This is an optimization exercise on Yosys and OpenROAD, whose aim is small area, not a production implementation.
The RTL was checked by simulation tests, not by an equivalence proof against the original design.
Power figures rest on the tool's default switching activity, not on a simulated workload. The clock port is modelled as an ideal driver; clocking choices that lean on that would not hold on a real chip.

Design apb_master_slave, start of the top module:
module apb_master_slave #(
    parameter int MEM_DEPTH   = 64,
    parameter int WAIT_STATES = 0
) (
    input  logic        clk,
    input  logic        rst,
    input  logic        wr_en,
    input  logic        transfer,
    input  logic [31:0] address,
    input  logic [31:0] write_data,
    output logic [31:0] read_data,
    output logic        ready
);
    localparam int AW = $clog2(MEM_DEPTH);
    localparam int NR = MEM_DEPTH / 2;       
    logic           r_setup;     
    logic           r_access;    
    logic           r_phase;     
    logic           r_write;     
    logic [AW-1:0]  r_idx;       
    logic [31:0]    r_wdata;     
    logic [31:0]    r_read_data;
    logic [32:0]    r_tap;       
    logic [31:0]    r_pos0 [NR];
    logic [31:0]    r_pos1 [NR];
    logic [NR-1:0]  r_v0;
    logic [NR-1:0]  r_v1;
    logic           w_ins;       
    logic [NR-1:0]  w_ring;      
    logic [32:0]    w_tap;       
    logic [32:0]    w_word;
    assign w_ins = r_write & (r_setup | r_access) & (r_idx[0] ^ r_phase);
    always_comb begin
        w_tap = '0;
        for (int r = 0; r < NR; r++) begin
            w_ring[r] = (r_idx[AW-1:1] == (AW-1)'(r));
            w_tap = w_tap | ({33{w_ring[r]}} & {r_v1[r], r_pos1[r]});
        end
    end
    assign w_word = (r_idx[0] ^ r_phase) ? w_tap : r_tap;
    assign read_data = r_read_data;
    assign ready     = r_access;
    always_ff @(posedge clk or negedge rst) begin
        if (!rst) begin
            r_setup     <= 1'b0;
            r_access    <= 1'b0;
            r_phase     <= 1'b0;
            r_read_data <= '0;
            r_v0        <= '0;
            r_v1        <= '0;
        end else begin
            r_setup  <= transfer & ~r_setup;
            r_access <= r_setup;
            r_phase  <= ~r_phase;
            if (r_access && !r_write) begin
                r_read_data <= w_word[32] ? w_word[31:0] : 32'd0;
            end
            r_v1 <= r_v0;
            r_v0 <= r_v1 | ({NR{w_ins}} & w_ring);
        end
    end
    always_ff @(posedge clk) begin
        if (!r_setup) begin
            r_write <= wr_en;
  ...
Size in the first run: about 4700 cells after synthesis, roughly 2200 flip-flops, ~100 I/O pins, about 66000 um2 of cells after synthesis.
clock: 5.0 ns
lec_check: 0
cap_margin: 20
core_margin: 2
core_utilization: 40
slew_margin: 20
run.sh (not shown) runs the stock make flow with config.mk's settings and CLKGATE_MAP_FILE= SYNTH_SCRIPT=/design/flow/synth_recipe.tcl, a recipe that flattens the netlist after the stock synthesis.
==> next run, changes <==
--- a/flow/config.mk
+++ b/flow/config.mk
@@ -9,3 +9,5 @@
 export CORE_MARGIN = 2
-export CORE_UTILIZATION = 40
+export CORE_UTILIZATION = 60
+export CTS_BUF_LIST = sky130_fd_sc_hd__clkbuf_4
+export CTS_CLUSTER_SIZE = 20
 export SLEW_MARGIN = 20
What happened:
- power fell by 3.0%
- synthesized area stays the same
- non-clock buffer count is higher by 7
- sequential power barely changes
- count of clock-buffer cells in the layout climbs by 481
- first-iteration DRC count rose by 14%
- fmax grows by 3.3%


Another version of the RTL of apb_master_slave (not shown whole).
Size: about 3500 cells after synthesis, roughly 2200 flip-flops, roughly 0.057 mm^2 of cells after synthesis.
Settings: LEC_CHECK=0, CAP_MARGIN=20, CORE_MARGIN=2, CORE_UTILIZATION=50, PLACE_DENSITY=0.8, SLEW_MARGIN=20, SYNTH_HIERARCHICAL=1, SYNTH_MINIMUM_KEEP_SIZE=0; clock period 5.0 ns.
standard.sh (not shown) runs the stock make flow with config.mk's settings and CLKGATE_MAP_FILE= SYNTH_SCRIPT=/design/flow/synth_recipe.tcl, a recipe that flattens the netlist after the stock synthesis.
==> flow/flow/run.sh <==
#!/bin/bash
# The standard layout (standard.sh), with two changes passed to ORFS:
#  * the clock tree is built from larger sink clusters (up to 30 registers
#    per leaf buffer) and without dummy loads;
#  * each input and output port gets a buf_1 as its port buffer.
# The full output of the flow goes to standard.log here; ORFS keeps the
# per-step logs under orfs/logs.
set -o pipefail
export CTS_ARGS="-sink_clustering_enable -repair_clock_nets -sink_clustering_size 30 -sink_clustering_max_diameter 80 -sink_buffer_max_cap_derate 1.0 -dont_use_dummy_load -buf_list sky130_fd_sc_hd__clkbuf_16"
export BUFFER_PORTS_ARGS="-buffer_cell sky130_fd_sc_hd__buf_1"
bash standard.sh > standard.log 2>&1
Change:
==> flow/flow/run.sh (replaced) <==
#!/bin/bash
# The standard layout (standard.sh), with two changes passed to ORFS:
#  * the clock tree is built from larger sink clusters (up to 33 registers
#    per leaf buffer) and without dummy loads;
#  * each input and output port gets a buf_1 as its port buffer.
# The full output of the flow goes to standard.log here; ORFS keeps the
# per-step logs under orfs/logs.
set -o pipefail
export CTS_ARGS="-sink_clustering_enable -repair_clock_nets -sink_clustering_size 33 -sink_clustering_max_diameter 90 -sink_buffer_max_cap_derate 1.0 -dont_use_dummy_load -buf_list sky130_fd_sc_hd__clkbuf_16"
export BUFFER_PORTS_ARGS="-buffer_cell sky130_fd_sc_hd__buf_1"
bash standard.sh > standard.log 2>&1
Settings changed: CORE_UTILIZATION 50 to 55, PLACE_DENSITY 0.8 to unset.
Outcome:
- count of clock-buffer cells in the layout went down by 7
- critical path depth went up by 1
- hold slack gains 34 ps
- wire length went up by roughly a tenth


== rev 12 ==
The RTL this note starts from:
==> flow/design.v <==
module apb_master_slave #(
    parameter int MEM_DEPTH   = 64,
    parameter int WAIT_STATES = 0
) (
    input  logic        clk,
    input  logic        rst,
    input  logic        wr_en,
    input  logic        transfer,
    input  logic [31:0] address,
    input  logic [31:0] write_data,
    output logic [31:0] read_data,
    output logic        ready
);
    localparam int NR = 16;                  
    logic           r_setup;     
    logic           r_access;    
    logic [1:0]     r_cnt;       
    logic [3:0]     r_clr;       
    logic [3:0]     r_pol;       
    logic [31:0]    r_read_data;
    logic [31:0]    r_tap;       
    logic           r_a_wr, r_b_wr;        
    logic           r_a_pend, r_b_pend;    
    logic [5:0]     r_a_idx, r_b_idx;
    logic           r_a_pol, r_b_pol;      
    logic [31:0]    r_a_data, r_b_data;
    logic [31:0]    r_pos [NR][4];
    function automatic logic at3(input logic [1:0] k, input logic [1:0] c);
        at3 = ((k + c) == 2'd3);
    endfunction
    logic           w_sample;
    logic [1:0]     w_cnt_n;
    logic [3:0]     w_pass;      
    logic [3:0]     w_clr_n, w_pol_n;
    logic           w_wipe;      
    logic           w_m_n;       
    logic           w_a_go, w_b_go;
    logic [NR-1:0]  w_sa, w_sb, w_h;
    logic [31:0]    w_pos0 [NR];
    logic [1:0]     w_rpos;      
    logic [2*NR-1:0] w_rsel;     
    logic [32*2*NR-1:0] w_rin;   
    logic [31:0]    w_tap;       
    logic           w_tapen;     
    logic           w_p;
    logic           w_fwd;
    logic           w_use_tap, w_use_b;
    logic           w_load;      
    logic           w_vld;       
    logic [31:0]    w_rd;
    logic [31:0]    w_rdn;       
    assign w_sample = transfer & ~r_setup;
    assign w_cnt_n  = r_cnt + 2'd1;
    for (genvar k = 0; k < 4; k++) begin : g_slot
        assign w_pass[k]  = at3(2'(k), r_cnt);
        assign w_clr_n[k] = r_clr[k] | w_pass[k];
        assign w_pol_n[k] = w_pass[k] ? (~r_pol[k] | ~r_clr[k]) : r_pol[k];
    end
    assign w_wipe = |(w_pass & ~r_clr);
    assign w_m_n = w_clr_n[address[1:0]] & w_pol_n[address[1:0]];
    assign w_a_go = r_a_pend & at3(r_a_idx[1:0], r_cnt[1:0]);
    assign w_b_go = r_b_pend & at3(r_b_idx[1:0], r_cnt[1:0])
                  & ~(r_a_pend && r_a_idx == r_b_idx);
    assign w_rpos = r_a_idx[1:0] + r_cnt[1:0];
    always_comb begin
        for (int r = 0; r < NR; r++) begin
            w_sa[r] = w_a_go & (r_a_idx[5:2] == 4'(r));
            w_sb[r] = w_b_go & (r_b_idx[5:2] == 4'(r));
            w_h[r]  = ~(w_sa[r] | w_sb[r] | w_wipe);
            w_rsel[2*r]   = (r_a_idx[5:2] == 4'(r)) & ~w_rpos[1] & w_tapen;
            w_rsel[2*r+1] = (r_a_idx[5:2] == 4'(r)) &  w_rpos[1] & w_tapen;
            w_rin[32*(2*r)   +: 32] = r_pos[r][0];
            w_rin[32*(2*r+1) +: 32] = r_pos[r][2];
        end
    end
    for (genvar r = 0; r < NR; r++) begin : g_ring
        for (genvar b = 0; b < 32; b++) begin : g_bit
            aoi222 u_in (
                .a1(w_h[r]),  .a2(r_pos[r][3][b]),
                .b1(w_sa[r]), .b2(r_a_data[b]),
                .c1(w_sb[r]), .c2(r_b_data[b]),
                .y (w_pos0[r][b])
            );
        end
    end
    assign w_fwd   = r_b_wr && (r_b_idx == r_a_idx);
    assign w_tapen = ~(r_access & (w_fwd | w_rpos[0]));
    assign w_use_tap = r_access & ~w_fwd & w_rpos[0];    
    assign w_use_b   = r_access & w_fwd;                 
    for (genvar b = 0; b < 32; b++) begin : g_rmux
        logic [2*NR+1:0] col;
        for (genvar i = 0; i < 2*NR; i++) begin : g_col
            assign col[i] = w_rin[32*i + b];
        end
        assign col[2*NR]   = r_tap[b];
        assign col[2*NR+1] = r_b_data[b];
        or34_sel u_mux (.sel({w_use_b, w_use_tap, w_rsel}), .d(col), .y(w_tap[b]));
    end
    assign w_p    = w_fwd ? r_b_pol : r_pol[r_a_idx[1:0]];
    assign w_load = r_access & ~r_a_wr;
    assign w_vld  = w_fwd | r_clr[r_a_idx[1:0]];
    for (genvar b = 0; b < 32; b++) begin : g_rd
        xor2 u_pol (.a(w_tap[b]), .b(w_p), .y(w_rd[b]));
        ao22 u_ld (
            .a1(w_load & w_vld), .a2(w_rd[b]),
            .b1(~w_load),        .b2(r_read_data[b]),
            .y (w_rdn[b])
        );
    end
    assign read_data = r_read_data;
    assign ready     = r_access;
    always_ff @(posedge clk or negedge rst) begin
        if (!rst) begin
            r_setup     <= 1'b0;
            r_access    <= 1'b0;
            r_cnt       <= '0;
            r_clr       <= '0;
            r_pol       <= '0;
            r_read_data <= '0;
            r_a_wr      <= 1'b0;
            r_b_wr      <= 1'b0;
            r_a_pend    <= 1'b0;
            r_b_pend    <= 1'b0;
        end else begin
            r_setup  <= w_sample;
            r_access <= r_setup;
            r_cnt    <= w_cnt_n;
            r_clr    <= w_clr_n;
            r_pol    <= w_pol_n;
            r_read_data <= w_rdn;
            if (w_sample) begin
                r_a_wr   <= wr_en;
                r_a_pend <= wr_en;
                r_b_wr   <= r_a_wr;
                r_b_pend <= r_a_pend & ~w_a_go;
            end else begin
                if (w_a_go) r_a_pend <= 1'b0;
                if (at3(r_b_idx[1:0], r_cnt[1:0])) r_b_pend <= 1'b0;
            end
        end
    end
    always_ff @(posedge clk) begin
        if (w_sample) begin
            r_a_idx  <= address[5:0];
            r_a_pol  <= w_m_n;
            r_a_data <= write_data ^ {32{w_m_n}};
            r_b_idx  <= r_a_idx;
            r_b_pol  <= r_a_pol;
            r_b_data <= r_a_data;
        end
        r_tap <= w_tap;
        for (int r = 0; r < NR; r++) begin
            r_pos[r][1] <= r_pos[r][0];
            r_pos[r][2] <= r_pos[r][1];
            r_pos[r][3] <= r_pos[r][2];
            r_pos[r][0] <= w_pos0[r];
        end
    end
endmodule
module aoi222 (
    input  logic a1, a2, b1, b2, c1, c2,
    output logic y
);
    assign y = ~((a1 & a2) | (b1 & b2) | (c1 & c2));
endmodule
module xor2 (
    input  logic a, b,
    output logic y
);
    assign y = a ^ b;
endmodule
module nand2 (
    input  logic a, b,
    output logic y
);
    assign y = ~(a & b);
endmodule
module ao22 (
    input  logic a1, a2, b1, b2,
    output logic y
);
    assign y = (a1 & a2) | (b1 & b2);
endmodule
module nand4 (
    input  logic a, b, c, d,
    output logic y
);
    assign y = ~(a & b & c & d);
endmodule
module nand3 (
    input  logic a, b, c,
    output logic y
);
    assign y = ~(a & b & c);
endmodule
module or3 (
    input  logic a, b, c,
    output logic y
);
    assign y = a | b | c;
endmodule
module or34_sel (
    input  logic [33:0] sel,
    input  logic [33:0] d,
    output logic        y
);
    logic [11:0] n;
    logic [2:0]  m;
    for (genvar g = 0; g < 11; g++) begin : g_aoi
        aoi222 u (.a1(sel[3*g]), .a2(d[3*g]), .b1(sel[3*g+1]), .b2(d[3*g+1]),
                  .c1(sel[3*g+2]), .c2(d[3*g+2]), .y(n[g]));
    end
    nand2 u_last (.a(sel[33]), .b(d[33]), .y(n[11]));
    nand4 u_m0 (.a(n[0]), .b(n[1]), .c(n[2]),  .d(n[3]),  .y(m[0]));
    nand4 u_m1 (.a(n[4]), .b(n[5]), .c(n[6]),  .d(n[7]),  .y(m[1]));
    nand4 u_m2 (.a(n[8]), .b(n[9]), .c(n[10]), .d(n[11]), .y(m[2]));
    or3   u_y  (.a(m[0]), .b(m[1]), .c(m[2]), .y(y));
endmodule
==> flow/config.mk <==
export PLATFORM = sky130hd
export DESIGN_NAME = apb_master_slave
export DESIGN_NICKNAME = apb_master_slave
export VERILOG_FILES = /design/flow/design.v
export SDC_FILE = /design/flow/constraint.sdc
export NUM_CORES = 4
export LEC_CHECK = 0
export CAP_MARGIN = 20
export CORE_MARGIN = 2
export CORE_UTILIZATION = 50
export PLACE_DENSITY = 0.8
export SLEW_MARGIN = 20
export SYNTH_HIERARCHICAL = 1
export SYNTH_MINIMUM_KEEP_SIZE = 0
==> flow/constraint.sdc <==
create_clock -name core_clock -period 5.0 [get_ports {clk}]
set_input_delay 1.0000 -clock core_clock [delete_from_list [all_inputs] [get_ports {clk}]]
set_output_delay 1.0000 -clock core_clock [all_outputs]
set_load 0.01 [all_outputs]
==> flow/flow/run.sh <==
#!/bin/bash
# The standard layout (standard.sh), with two changes passed to ORFS:
#  * the clock tree is built from larger sink clusters (up to 33 registers
#    per leaf buffer) and without dummy loads;
#  * each input and output port gets a buf_1 as its port buffer.
# The full output of the flow goes to standard.log here; ORFS keeps the
# per-step logs under orfs/logs.
set -o pipefail
export CTS_ARGS="-sink_clustering_enable -repair_clock_nets -sink_clustering_size 33 -sink_clustering_max_diameter 80 -sink_buffer_max_cap_derate 1.0 -dont_use_dummy_load -buf_list sky130_fd_sc_hd__clkbuf_16"
export BUFFER_PORTS_ARGS="-buffer_cell sky130_fd_sc_hd__buf_1"
bash standard.sh > standard.log 2>&1
The following lists how rev 13 was set up differently from rev 12:
Settings: PLACE_DENSITY removed (was 0.8).
==> flow/flow/run.sh <==
#!/bin/bash
# The standard layout (standard.sh), with two changes passed to ORFS:
#  * the clock tree is built from larger sink clusters (up to 30 registers
#    per leaf buffer) and without dummy loads;
#  * each input and output port gets a buf_1 as its port buffer.
# The full output of the flow goes to standard.log here; ORFS keeps the
# per-step logs under orfs/logs.
set -o pipefail
export CTS_ARGS="-sink_clustering_enable -repair_clock_nets -sink_clustering_size 30 -sink_clustering_max_diameter 80 -sink_buffer_max_cap_derate 1.0 -dont_use_dummy_load -buf_list sky130_fd_sc_hd__clkbuf_16"
export BUFFER_PORTS_ARGS="-buffer_cell sky130_fd_sc_hd__buf_1"
bash standard.sh > standard.log 2>&1
Results
Taking rev 12 as the reference, in rev 13 actual transition at the worst max-transition pin decreased by 0.097 ns relative to the old numbers, number of buffers created by CTS increased by about 8% relative to the old numbers, worst clock skew decreased by 0.014 ns relative to the old numbers.
Going from rev 12 to rev 13, non-clock buffer instance count of the final layout decreased about 1.7%, portion of total power attributed to combinational logic essentially unchanged, HPWL after detailed placement decreased 4.4%, internal power increased 0.90%.
Clock-cell share of area came out higher on rev 13 than on rev 12.
Against rev 12, rev 13 comes in 0.098 ns lower on worst-case hold slack.
In the metrics for rev 13 and rev 12, the one carrying the lower first-pass GRT wire length is rev 13.

## static timing again, ports no longer ideal
Ports are ideal in the flow. The routed layouts listed here were re-timed in OpenROAD. Step 1 sets driving cells, clkbuf_16 on the clock port and buf_2 on the other inputs (assumed; they add their load-dependent delay and slew). Step 2, shift: input delay + t, output delay - t, t = (earliest + latest rising clock arrival at the registers) / 2. This alone moves slack from input paths to output paths. a / b / c = ideal ports / drivers / drivers and shift; a / b = the first two.
run | t, ns | slack for setup (ns) | latest minus earliest clock arrival (ns) | worst data-port slew with drivers (ns)
the first run of note 1 | 0.917 | 0.646 / 0.646 / 0.646 | 0.029 / 0.029 | 0.06
the second run of note 1 | 1.337 | 0.787 / 0.787 / 0.787 | 0.101 / 0.101 | 0.05
the first run of note 2 | 0.735 | 0.627 / 0.627 / 0.627 | 0.098 / 0.097 | 0.04
the second run of note 2 | 0.728 | 0.475 / 0.475 / 0.475 | 0.070 / 0.070 | 0.04
rev 12 | 0.734 | 0.591 / 0.591 / 0.591 | 0.106 / 0.106 | 0.04
rev 13 | 0.754 | 0.923 / 0.923 / 0.923 | 0.073 / 0.073 | 0.03
After both steps setup and hold are still met in every run listed.
